Context: an optimization exercise on an open-source flow, tuned for a short achievable clock period and few clock cycles. The choices shown serve that exercise and are no tape-out recipe.
The RTL was checked by simulation tests, not by an equivalence proof against the original design.
Power figures rest on the tool's default switching activity, not on a simulated workload.

## mips_core
module mips_core (
	input  wire                    clk,
	input  wire                    rst_n,
	input  wire [32-1:0]   imem_data,
	input  wire [32-1:0]   dmem_rdata,
	output logic [32-1:0]  imem_addr,
	output logic [32-1:0]  dmem_addr,
	output logic [32-1:0]  dmem_wdata,
	output logic                   dmem_we
);
==> flow/config.mk <==
export PLATFORM = sky130hd
export DESIGN_NAME = mips_core
export DESIGN_NICKNAME = mips_core
export VERILOG_FILES = /design/flow/design.v
export SDC_FILE = /design/flow/constraint.sdc
export NUM_CORES = 4
export LEC_CHECK = 0
export ABC_CLOCK_PERIOD_IN_PS = 2500
export CAP_MARGIN = 20
export CELL_PAD_IN_SITES_DETAIL_PLACEMENT = 1
export CELL_PAD_IN_SITES_GLOBAL_PLACEMENT = 2
export CORE_MARGIN = 2
export CORE_UTILIZATION = 35
export SETUP_SLACK_MARGIN = 5
export SLEW_MARGIN = 20
export TNS_END_PERCENT = 100
==> flow/constraint.sdc <==
create_clock -name core_clock -period 8.0 [get_ports {clk}]
set_input_delay 1.6000 -clock core_clock [delete_from_list [all_inputs] [get_ports {clk}]]
set_output_delay 1.6000 -clock core_clock [all_outputs]
set_load 0.01 [all_outputs]
run.sh (not shown) runs the stock make flow with config.mk's settings and CLKGATE_MAP_FILE= SYNTH_SCRIPT=/design/flow/synth_recipe.tcl, a recipe that flattens the netlist after the stock synthesis.
Testbench counts at the start, summed over its fixed seeds: cycles 83,102.
Change:
--- a/flow/design.v
+++ b/flow/design.v
@@ -328,17 +328,16 @@
 	logic [31:1]  rs_ohn1_d, rt_ohn1_d;  
 	logic [31:1]  rs_oh2_d, rt_oh2_d;    
 	logic [31:1]  rs_ohn3_d, rt_ohn3_d;  
 	logic         valid_d;
 	logic [31:2]  pc_d;
 	logic [31:0]  a_e;         
 	logic [31:0]  b_e;         
 	logic [31:0]  sb_e;        
-	logic [31:0]  ca_e, cb_e;  
 	logic [31:0]  sd_e;        
 	logic         sdl_e;       
 	logic [3:0]   sh_lo_e;
 	logic [7:0]   shl_hi_e, shr_hi_e;
 	logic         arith_e, op_sub_e, op_slt_e, op_and_e, op_or_e;
 	logic         regw_e, ld_e, st_e;
 	logic [4:0]   dest_e;
 	logic         br_e, beq_e, pred_e;
@@ -520,17 +519,17 @@
 		.c      (c_x),
 		.oth    (oth_x),
 		.lt     (lt_x)
 	);
 	assign sum_x     = p_x ^ c_x;
 	assign oth_slt_x = {oth_x[31:1], oth_x[0] | (op_slt_e & lt_x)};
 	assign res_x     = arith_e ? (p_x ^ c_x ^ {32{op_sub_e}}) : oth_slt_x;
 	assign fwd_a_x   = arith_e ? (p_x ^ {32{op_sub_e ^ inv_d}} ^ c_x) : (oth_slt_x ^ {32{inv_d}});
-	assign eq_x    = (ca_e == cb_e);
+	assign eq_x    = (a_e == b_e);
 	assign taken_x = beq_e ? eq_x : !eq_x;
 	assign mis_x   = br_e && (taken_x != pred_e);
 	logic [31:2]  pc_next;
 	logic [31:2]  pc_out;      
 	assign pc_next   = mis_x ? alt_e : (stall ? pc_f : (pred_d ? target_d : seq_d));
 	assign imem_addr = {pc_out, 2'b00};
 	always_ff @(posedge clk or negedge rst_n) begin
 		if (!rst_n) begin
@@ -627,22 +626,17 @@
 		op_and_e <= r_and;
 		op_or_e  <= r_or | i_ori | i_lui;
 		beq_e    <= i_beq;
 		pred_e   <= pred_d;
 		alt_e    <= pred_d ? seq_d : target_d;
 		bidx_e   <= bidx_d;
 		bv_e     <= bv_d;
 		bc_e     <= bc_d;
-		if (sh_d)
-			sb_e <= opb_d;
-		if (bq_d) begin
-			ca_e <= opa_d;
-			cb_e <= opb_d;
-		end
+		sb_e     <= opb_d;
 	end
 	always_ff @(posedge clk or negedge rst_n) begin
 		if (!rst_n) begin
 			regw_m <= 1'b0;
 			ld_m   <= 1'b0;
 			we_m   <= 1'b0;
 			dest_m <= '0;
 			wen_m  <= '0;
=>
- The new run ran to the end with no violations
- worst setup slack gets worse by 8.6 ps
- global-route usage goes up by 0.65 points
- synthesized area goes down by a few percent
- die area goes down by a few percent
- synthesized cell count goes down by a few percent
- routed wire length goes down by a few percent
- non-clock buffer count goes down by 47
- hold slack is about the same
- clock power goes down by a few percent
- register-to-register slack is about the same
- power goes down by a few percent
- sequential share of layout area goes down by 0.41 points
Testbench counts after the change, summed over its fixed seeds: cycles 83,102.

## re-timing with driven ports
No port has a modelled driver above. Below, the same layouts with a new extraction and two added sets of constraints.
Step 1 sets driving cells, clkbuf_16 on the clock port and buf_2 on the other inputs (assumed; they add their load-dependent delay and slew).
Step 2, shift: input delay + t, output delay - t, t = (earliest + latest rising clock arrival at the registers) / 2. This alone moves slack from input paths to output paths.
Three values: no drivers, after step 1, after step 2; two values: the first two.
run | t (ns) | setup slack, ns | worst setup path after step 2 | worst slew at a driven data input, ns | cell pins on the clock port's net
the first run | 1.048 | 4.780 / 4.780 / 3.806 | input, reset recovery | 0.23 | 1
the second run | 0.971 | 4.772 / 4.772 / 3.928 | input to register | 0.12 | 1
After both steps setup and hold are still met in every run listed. For the first run, which loses most, drivers alone change the setup slack by 0.000 ns; drivers and shift together by -0.974 ns. Setup slack includes reset recovery checks.
